Source: an optimization exercise on an open RTL-to-GDS flow (aim: small area). Production flows keep margins and buffers that such runs may drop.
At most, simulation tests tie the RTL to the original design; equivalence was not proved.

==> job 1195 <==
==> flow/design.v (excerpt) <==
module dma_csr (
    input  logic        clk,
    input  logic        rst_n,
    input  logic        psel,
    input  logic        penable,
    input  logic        pwrite,
    input  logic [31:0] paddr,
    input  logic [31:0] pwdata,
    output logic [31:0] prdata,
    output logic        pready,
    output logic        pslverr,
    input  logic        mwr_done_i,
    input  logic [20:0] cpld_data_size_i,
    output logic [31:0] wr_addr_o,
    output logic [15:0] wr_len_o,
    output logic [2:0]  wr_tc_o,
    output logic        wr_64b_o,
    output logic [7:0]  wr_up_addr_o,
    output logic [31:0] wr_count_o,
    output logic        wr_start_o,
    output logic        wr_int_dis_o,
    output logic [31:0] rd_addr_o,
    output logic [15:0] rd_len_o,
    output logic [2:0]  rd_tc_o,
    output logic        rd_64b_o,
    output logic [7:0]  rd_up_addr_o,
    output logic [31:0] rd_count_o,
    output logic        rd_start_o,
    output logic        rd_int_dis_o,
    output logic        init_rst_o,
    output logic        mrd_done_o
);
==> module dma_csr, before the edit <==
module dma_csr (
    input  logic        clk,
    input  logic        rst_n,
    input  logic        psel,
    input  logic        penable,
    input  logic        pwrite,
    input  logic [31:0] paddr,
    input  logic [31:0] pwdata,
    output logic [31:0] prdata,
    output logic        pready,
    output logic        pslverr,
    input  logic        mwr_done_i,
    input  logic [20:0] cpld_data_size_i,
    output logic [31:0] wr_addr_o,
    output logic [15:0] wr_len_o,
    output logic [2:0]  wr_tc_o,
    output logic        wr_64b_o,
    output logic [7:0]  wr_up_addr_o,
    output logic [31:0] wr_count_o,
    output logic        wr_start_o,
    output logic        wr_int_dis_o,
    output logic [31:0] rd_addr_o,
    output logic [15:0] rd_len_o,
    output logic [2:0]  rd_tc_o,
    output logic        rd_64b_o,
    output logic [7:0]  rd_up_addr_o,
    output logic [31:0] rd_count_o,
    output logic        rd_start_o,
    output logic        rd_int_dis_o,
    output logic        init_rst_o,
    output logic        mrd_done_o
);
    logic       pready_q;
    logic [3:0] idx_q;           
    logic       commit;          
    logic [15:0] we;
    always_ff @(posedge clk) begin
        pready_q <= rst_n & psel & penable & ~pready_q;
        idx_q    <= paddr[5:2];
    end
    assign pready  = pready_q;
    assign pslverr = pready_q & idx_q[3] & (idx_q[2] | (idx_q[1] & idx_q[0]));
    assign commit  = pready_q & pwrite;
    always_comb begin
        we = '0;
        we[idx_q] = commit;
    end
    logic init_rst_q;
    logic clr;                   
    assign clr = ~rst_n | init_rst_q;
    logic [31:0] wdata_g;
    logic [15:0] ld;
    assign wdata_g = pwdata & {32{rst_n}};
    assign ld      = we | {16{~rst_n}};
    always_ff @(posedge clk) begin
        if (ld[0]) init_rst_q <= wdata_g[0];
        if (ld[1]) begin
            wr_int_dis_o <= wdata_g[7];
            rd_int_dis_o <= wdata_g[23];
        end
        if (ld[2]) wr_addr_o <= wdata_g;
        if (ld[3]) begin
            wr_len_o     <= wdata_g[15:0];
            wr_tc_o      <= wdata_g[18:16];
            wr_64b_o     <= wdata_g[19];
            wr_up_addr_o <= wdata_g[31:24];
        end
        if (ld[4]) wr_count_o <= wdata_g;
        if (ld[5]) rd_addr_o <= wdata_g;
        if (ld[6]) begin
            rd_len_o     <= wdata_g[15:0];
            rd_tc_o      <= wdata_g[18:16];
            rd_64b_o     <= wdata_g[19];
            rd_up_addr_o <= wdata_g[31:24];
        end
        if (ld[7]) rd_count_o <= wdata_g;
    end
    always_ff @(posedge clk) begin
        if (clr) begin
            wr_start_o <= 1'b0;
            rd_start_o <= 1'b0;
        end else if (we[1]) begin
            wr_start_o <= pwdata[0];
            rd_start_o <= pwdata[16];
        end
    end
    assign init_rst_o = init_rst_q;
    logic [31:0] wcyc_q, rcyc_q;
    logic        wclr_q, winc_q, rclr_q, rinc_q;
    logic        rd_done_q;
    logic        wload, rload;
    assign wload = we[8] & ~clr;
    assign rload = we[9] & ~clr;
    always_ff @(posedge clk) begin
        wclr_q <= clr;
        winc_q <= ~clr & ~we[8] & wr_start_o & ~mwr_done_i;
        rclr_q <= clr;
        rinc_q <= ~clr & ~we[9] & rd_start_o & ~rd_done_q;
        if (wload)       wcyc_q <= pwdata;
        else if (wclr_q) wcyc_q <= '0;
        else             wcyc_q <= wcyc_q + {31'd0, winc_q};
        if (rload)       rcyc_q <= pwdata;
        else if (rclr_q) rcyc_q <= '0;
        else             rcyc_q <= rcyc_q + {31'd0, rinc_q};
    end
    logic [20:0] expect_w;
    logic        eq_q, m_q;
    logic [20:0] obs_q;           
    assign expect_w = 21'(rd_len_o * rd_count_o[20:0]);
    always_ff @(posedge clk) begin
        eq_q <= clr | (expect_w == cpld_data_size_i);
        m_q  <= ~clr & eq_q;
        if (clr)                     rd_done_q <= 1'b0;
        else if (rd_start_o && m_q)  rd_done_q <= 1'b1;
        if (!penable) obs_q <= init_rst_q ? 21'd0 : cpld_data_size_i;
    end
    assign mrd_done_o = rd_done_q;
    logic mwr_done_s, rd_done_s;
    always_ff @(posedge clk) begin
        mwr_done_s <= mwr_done_i;
        rd_done_s  <= rd_done_q;
    end
    always_comb begin
        if (idx_q[3]) begin
            if (idx_q[1])      prdata = {11'h0, obs_q};
            else if (idx_q[0]) prdata = rcyc_q;
            else               prdata = wcyc_q;
        end else begin
            case (idx_q[2:0])
                3'd0: prdata = {8'h14, 4'h0, 4'h2, 8'h16, 7'h0, init_rst_q};
                3'd1: prdata = {7'h0, rd_done_s, rd_int_dis_o, 6'h0, rd_start_o,
                                7'h0, mwr_done_s, wr_int_dis_o, 6'h0, wr_start_o};
                3'd2: prdata = wr_addr_o;
                3'd3: prdata = {wr_up_addr_o, 4'h0, wr_64b_o, wr_tc_o, wr_len_o};
                3'd4: prdata = wr_count_o;
                3'd5: prdata = rd_addr_o;
                3'd6: prdata = {rd_up_addr_o, 4'h0, rd_64b_o, rd_tc_o, rd_len_o};
                3'd7: prdata = rd_count_o;
            endcase
        end
    end
endmodule
make LEC_CHECK=0 CAP_MARGIN=20 CORE_MARGIN=2 CORE_UTILIZATION=40 SLEW_MARGIN=20 finish   # period 6.5 ns
run.sh (not shown) runs the stock make flow with config.mk's settings and CLKGATE_MAP_FILE= SYNTH_SCRIPT=/design/flow/synth_recipe.tcl, a recipe that flattens the netlist after the stock synthesis.
==> job 9240: changes against job 1195 <==
--- a/flow/design.v
+++ b/flow/design.v
@@ -45,4 +45,39 @@
     } perf_status_t;
 endpackage
+`timescale 1ns/1ps
+module dma_csr_mac (
+    input  logic [15:0] len_i,
+    input  logic [20:0] count_i,
+    input  logic [20:0] wdata_i,
+    input  logic        swap_i,      
+    input  logic        s1_i,        
+    input  logic        s2_i,        
+    input  logic [15:0] acc_i,
+    output logic [20:0] sum_o
+);
+    logic [15:0] mul_l;           
+    logic [20:0] mul_c;           
+    logic [4:0]  mul_k;           
+    logic [20:0] mul_a;           
+    logic [21:0] row0, row1, row2;
+    function automatic [21:0] booth_row(input [2:0] b, input [20:0] c);
+        logic       one, two, neg;
+        logic [20:0] m;
+        one = b[0] ^ b[1];
+        two = (b[2] & ~b[1] & ~b[0]) | (~b[2] & b[1] & b[0]);
+        neg = b[2] & ~(b[1] & b[0]);
+        m   = ({21{one}} & c) | ({21{two}} & {c[19:0], 1'b0});
+        booth_row = {neg, m ^ {21{neg}}};
+    endfunction
+    assign mul_l = swap_i ? len_i : wdata_i[15:0];
+    assign mul_c = swap_i ? wdata_i : count_i;
+    assign mul_k = s1_i ? mul_l[14:10] : s2_i ? mul_l[9:5] : mul_l[4:0];
+    assign mul_a = {(s1_i ? (mul_c[15:0] & {16{mul_l[15]}}) : acc_i), 5'd0};
+    assign row0  = booth_row({mul_k[1:0], 1'b0}, mul_c);
+    assign row1  = booth_row(mul_k[3:1], mul_c);
+    assign row2  = booth_row({1'b0, mul_k[4:3]}, mul_c);
+    assign sum_o = mul_a + row0[20:0] + {row1[18:0], 2'b0} + {row2[16:0], 4'b0}
+                 + {19'd0, row0[21]} + {17'd0, row1[21], 2'b0};
+endmodule
 `timescale 1ns/1ps
 module dma_csr (
@@ -98,5 +133,8 @@
     logic [31:0] wdata_g;
     logic [15:0] ld;
-    assign wdata_g = pwdata & {32{rst_n}};
+    logic zfirst_q;
+    always_ff @(posedge clk)
+        zfirst_q <= rst_n & we[0] & pwdata[0] & ~init_rst_q;
+    assign wdata_g = pwdata & {32{rst_n & ~zfirst_q}};
     assign ld      = we | {16{~rst_n}};
     always_ff @(posedge clk) begin
@@ -134,27 +172,48 @@
     assign init_rst_o = init_rst_q;
     logic [31:0] wcyc_q, rcyc_q;
-    logic        wclr_q, winc_q, rclr_q, rinc_q;
+    logic        winc_q, rinc_q;
     logic        rd_done_q;
-    logic        wload, rload;
-    assign wload = we[8] & ~clr;
-    assign rload = we[9] & ~clr;
-    always_ff @(posedge clk) begin
-        wclr_q <= clr;
+    logic        wsel, rsel;
+    assign wsel = (we[8] & ~init_rst_q) | ~rst_n | zfirst_q;
+    assign rsel = (we[9] & ~init_rst_q) | ~rst_n | zfirst_q;
+    always_ff @(posedge clk) begin
         winc_q <= ~clr & ~we[8] & wr_start_o & ~mwr_done_i;
-        rclr_q <= clr;
         rinc_q <= ~clr & ~we[9] & rd_start_o & ~rd_done_q;
-        if (wload)       wcyc_q <= pwdata;
-        else if (wclr_q) wcyc_q <= '0;
-        else             wcyc_q <= wcyc_q + {31'd0, winc_q};
-        if (rload)       rcyc_q <= pwdata;
-        else if (rclr_q) rcyc_q <= '0;
-        else             rcyc_q <= rcyc_q + {31'd0, rinc_q};
-    end
-    logic [20:0] expect_w;
+        if (wsel) wcyc_q <= wdata_g;
+        else      wcyc_q <= wcyc_q + {31'd0, winc_q};
+        if (rsel) rcyc_q <= wdata_g;
+        else      rcyc_q <= rcyc_q + {31'd0, rinc_q};
+    end
     logic        eq_q, m_q;
     logic [20:0] obs_q;           
-    assign expect_w = 21'(rd_len_o * rd_count_o[20:0]);
-    always_ff @(posedge clk) begin
-        eq_q <= clr | (expect_w == cpld_data_size_i);
+    logic [20:0] mul_s;
+    logic [15:0] acc_q;
+    logic [20:0] prod_q;
+    logic        s1, s2;          
+    logic        s2_q;
+    logic        prod_ld;
+    logic        prod_zero_q;     
+    always_ff @(posedge clk)
+        s2_q <= rst_n & psel & ~penable;
+    assign s1    = ~s2_q & ~pready_q;
+    assign s2    = s2_q;
+    dma_csr_mac u_mac (
+        .len_i   (rd_len_o),
+        .count_i (rd_count_o[20:0]),
+        .wdata_i (pwdata[20:0]),
+        .swap_i  (paddr[2]),
+        .s1_i    (s1),
+        .s2_i    (s2),
+        .acc_i   (acc_q),
+        .sum_o   (mul_s)
+    );
+    assign prod_ld = commit & (idx_q[3:1] == 3'b011);
+    always_ff @(posedge clk) begin
+        acc_q <= mul_s[15:0];
+        if (prod_ld) prod_q <= mul_s;
+        prod_zero_q <= ~rst_n | (prod_zero_q & ~prod_ld);
+    end
+    always_ff @(posedge clk) begin
+        eq_q <= clr | ((prod_q & {21{~prod_zero_q}}) == cpld_data_size_i);
         m_q  <= ~clr & eq_q;
         if (clr)                     rd_done_q <= 1'b0;
==> flow/flow/run.sh (new file) <==
#!/bin/bash
# The standard ORFS layout (standard.sh) with these changes:
#  * synthesis keeps the multiply-step module dma_csr_mac apart until
#    technology mapping, maps it with ORFS's own (speed) ABC script and the
#    rest of the design with an area-oriented one (flow/abc_area.script,
#    no delay target); flow/synth.tcl is synth_recipe.tcl with that abc
#    call wrapped, and flattens and renames as synth_recipe.tcl does;
#  * the port buffers use the smallest buffer cell.
set -euo pipefail
here=$(pwd)
export MY_ABC_SCRIPT=$here/flow/abc_area.script
export MY_ABC_NOD=1
export MY_ABC_SPEED_MODULES=dma_csr_mac
export SYNTH_KEEP_MODULES=dma_csr_mac
export BUFFER_PORTS_ARGS="-buffer_cell sky130_fd_sc_hd__buf_1"
sed "s#SYNTH_SCRIPT=[^ ]*#SYNTH_SCRIPT=$here/flow/synth.tcl#" standard.sh > own_standard.sh
bash own_standard.sh > standard_flow.log 2>&1
==> flow/flow/abc_area.script (new file) <==
strash; dc2; balance; rewrite; refactor; balance; rewrite; rewrite -z; balance; refactor -z; rewrite -z; balance; &get -n; &dch -f; &nf; &put
==> flow/flow/synth.tcl (new file) <==
proc synth {args} { yosys synth -nofsm -noshare {*}$args }
if {[info exists ::env(MY_ABC_SCRIPT)]} {
  proc abc {args} {
    set orig $args
    set i [lsearch -exact $args -script]
    if {$i >= 0} { set args [lreplace $args $i [expr {$i+1}] -script $::env(MY_ABC_SCRIPT)] }
    if {[info exists ::env(MY_ABC_NOD)]} {
      set j [lsearch -exact $args -D]
      if {$j >= 0} { set args [lreplace $args $j [expr {$j+1}]] }
    }
    if {[info exists ::env(MY_ABC_SPEED_MODULES)]} {
      puts "MY_ABC speed: $orig $::env(MY_ABC_SPEED_MODULES)"
      yosys abc {*}$orig {*}$::env(MY_ABC_SPEED_MODULES)
      puts "MY_ABC area: $args $::env(DESIGN_NAME)"
      yosys abc {*}$args $::env(DESIGN_NAME)
    } else {
      puts "MY_ABC: $args"
      yosys abc {*}$args
    }
  }
}
source $::env(SCRIPTS_DIR)/synth.tcl
# left out here: clear keep_hierarchy, flatten, clean up, hide names made inside functions, write 1_2_yosys.v
==> flow/standard.sh (new file) <==
#!/bin/bash
# synth_recipe.tcl (not shown) runs the flow's synth.tcl, then flattens the netlist and writes it again
# the make line also repeats each setting of config.mk as NAME=value (left out here)
make -C /OpenROAD-flow-scripts/flow DESIGN_CONFIG=/design/flow/config.mk WORK_HOME=/design/flow/orfs CLKGATE_MAP_FILE= SYNTH_SCRIPT=/design/flow/synth_recipe.tcl "${@:-finish}"
CAP_MARGIN = 0   (was 20)
CORE_UTILIZATION = 65   (was 40)
CTS_BUF_LIST = sky130_fd_sc_hd__clkbuf_16   (was default)
CTS_CLUSTER_DIAMETER = 90   (was default)
CTS_CLUSTER_SIZE = 28   (was default)
GPL_TIMING_DRIVEN = 0   (was default)
SLEW_MARGIN = 0   (was 20)
removed: flow/run.sh
==> job 9059: changes against job 1195 <==
--- a/flow/design.v
+++ b/flow/design.v
@@ -134,27 +134,41 @@
     assign init_rst_o = init_rst_q;
     logic [31:0] wcyc_q, rcyc_q;
-    logic        wclr_q, winc_q, rclr_q, rinc_q;
+    logic        winc_q, rinc_q;
     logic        rd_done_q;
-    logic        wload, rload;
-    assign wload = we[8] & ~clr;
-    assign rload = we[9] & ~clr;
-    always_ff @(posedge clk) begin
-        wclr_q <= clr;
+    logic [31:0] wdata_c;
+    assign wdata_c = pwdata & {32{~clr}};
+    always_ff @(posedge clk) begin
         winc_q <= ~clr & ~we[8] & wr_start_o & ~mwr_done_i;
-        rclr_q <= clr;
         rinc_q <= ~clr & ~we[9] & rd_start_o & ~rd_done_q;
-        if (wload)       wcyc_q <= pwdata;
-        else if (wclr_q) wcyc_q <= '0;
+        if (we[8] | clr) wcyc_q <= wdata_c;
         else             wcyc_q <= wcyc_q + {31'd0, winc_q};
-        if (rload)       rcyc_q <= pwdata;
-        else if (rclr_q) rcyc_q <= '0;
+        if (we[9] | clr) rcyc_q <= wdata_c;
         else             rcyc_q <= rcyc_q + {31'd0, rinc_q};
     end
-    logic [20:0] expect_w;
     logic        eq_q, m_q;
     logic [20:0] obs_q;           
-    assign expect_w = 21'(rd_len_o * rd_count_o[20:0]);
-    always_ff @(posedge clk) begin
-        eq_q <= clr | (expect_w == cpld_data_size_i);
+    logic [15:0] mul_l;           
+    logic [20:0] mul_c;           
+    logic [4:0]  mul_k;           
+    logic [20:0] mul_a;           
+    logic [20:0] mul_s;
+    logic [15:0] acc_q;
+    logic [20:0] prod_q;
+    logic        s1, s2;          
+    logic        prod_ld;
+    assign s1    = ~penable;
+    assign s2    = penable & ~pready_q;
+    assign mul_l = paddr[2] ? rd_len_o : pwdata[15:0];
+    assign mul_c = paddr[2] ? pwdata[20:0] : rd_count_o[20:0];
+    assign mul_k = s1 ? mul_l[14:10] : s2 ? mul_l[9:5] : mul_l[4:0];
+    assign mul_a = {(s1 ? (mul_c[15:0] & {16{mul_l[15]}}) : acc_q), 5'd0};
+    assign mul_s = mul_a + 21'(mul_c * mul_k);
+    assign prod_ld = (commit & (idx_q[3:1] == 3'b011)) | ~rst_n;
+    always_ff @(posedge clk) begin
+        acc_q <= mul_s[15:0];
+        if (prod_ld) prod_q <= mul_s & {21{rst_n}};
+    end
+    always_ff @(posedge clk) begin
+        eq_q <= clr | (prod_q == cpld_data_size_i);
         m_q  <= ~clr & eq_q;
         if (clr)                     rd_done_q <= 1'b0;
==> flow/flow/run.sh (new file) <==
#!/bin/bash
# Standard ORFS layout (the standard.sh), with the port buffers made of
# the smallest buffer cell instead of the default choice.
set -euo pipefail
export BUFFER_PORTS_ARGS="-buffer_cell sky130_fd_sc_hd__buf_1"
bash standard.sh > standard_flow.log 2>&1
==> flow/standard.sh (new file) <==
#!/bin/bash
# synth_recipe.tcl (not shown) runs the flow's synth.tcl, then flattens the netlist and writes it again
# the make line also repeats each setting of config.mk as NAME=value (left out here)
make -C /OpenROAD-flow-scripts/flow DESIGN_CONFIG=/design/flow/config.mk WORK_HOME=/design/flow/orfs CLKGATE_MAP_FILE= SYNTH_SCRIPT=/design/flow/synth_recipe.tcl "${@:-finish}"
CTS_BUF_LIST = sky130_fd_sc_hd__clkbuf_4   (was default)
removed: flow/run.sh
==> impl_metrics.json <==
{
  "synthesis.area_um2": 18840,
  "htree_levels": 1,
  "cts_resized": 0,
  "crit_family": "adder cells",
  "outcome": "timing/DRC/antenna clean",
  "total_power_mw": 6.617,
  "synthAdderAreaFrac_pct": 20.13,
  "fin_util_pct": 51.05,
  "synth_simple_gate_area_share_pct": 14.27
}
Source of the figures above: job 1195

==> impl_metrics.json <==
{
  "outcome": "timing/DRC/antenna clean",
  "final_area_um2": 18830,
  "total_power_mw": 6.222,
  "htree_levels": 1,
  "crit_family": "compound AO/OA/AOI/OAI gates",
  "synth_simple_gate_area_share_pct": 10.47,
  "synthAdderAreaFrac_pct": 6.387,
  "fin_util_pct": 75.45,
  "synthesis.area_um2": 16380,
  "cts_resized": 19
}
Source of the figures above: job 9240

==> impl_metrics.json <==
{
  "outcome": "timing/DRC/antenna clean",
  "crit_family": "adder cells",
  "clk_pin_slew_ns": 0.06,
  "synth_simple_gate_area_share_pct": 11.90,
  "core_area_um2": 42980,
  "drc_errors": 0,
  "total_power_mw": 6.991,
  "htree_levels": 3,
  "cts_resized": 0,
  "synthAdderAreaFrac_pct": 9.915,
  "fin_util_pct": 48.86,
  "vias_per_cell": 5.567,
  "post_drt_wl_per_cell_um": 25.45
}
Source of the figures above: job 9059

No functional check of the RTL was part of job 1195.

[port drivers added, routing unchanged]
The results above use ideal ports. As a check the final layouts listed here were re-extracted and re-timed, cells and wires unchanged.
Step 1, drivers: a clkbuf_16 drives clk and a buf_2 each remaining input, both assumed.
Step 2 moves the port delays by t, midway between the first and last clock arrival at a register: inputs arrive t later, outputs are due t later. That takes back most of the time a late clock gives input paths.
a / b / c = ideal ports / drivers / drivers and shift; a / b = the first two.
| run | shift t [ns] | slack for setup (ns) | hold WS [ns] |
|---|---|---|---|
| job 1195 | 0.643 | 0.311 / 0.311 / 0.311 | 0.478 / 0.478 / 0.478 |
| job 9240 | 0.558 | 0.174 / 0.198 / -0.360 | 0.417 / 0.417 / 0.417 |
| job 9059 | 0.831 | 0.572 / 0.521 / -0.297 | 0.395 / 0.395 / 0.395 |
With both steps, setup timing fails in job 9240 and job 9059, where it was met with ideal ports. The setup slack of job 9059, which loses most, moves by -0.051 ns with the drivers and by -0.869 ns with both steps.
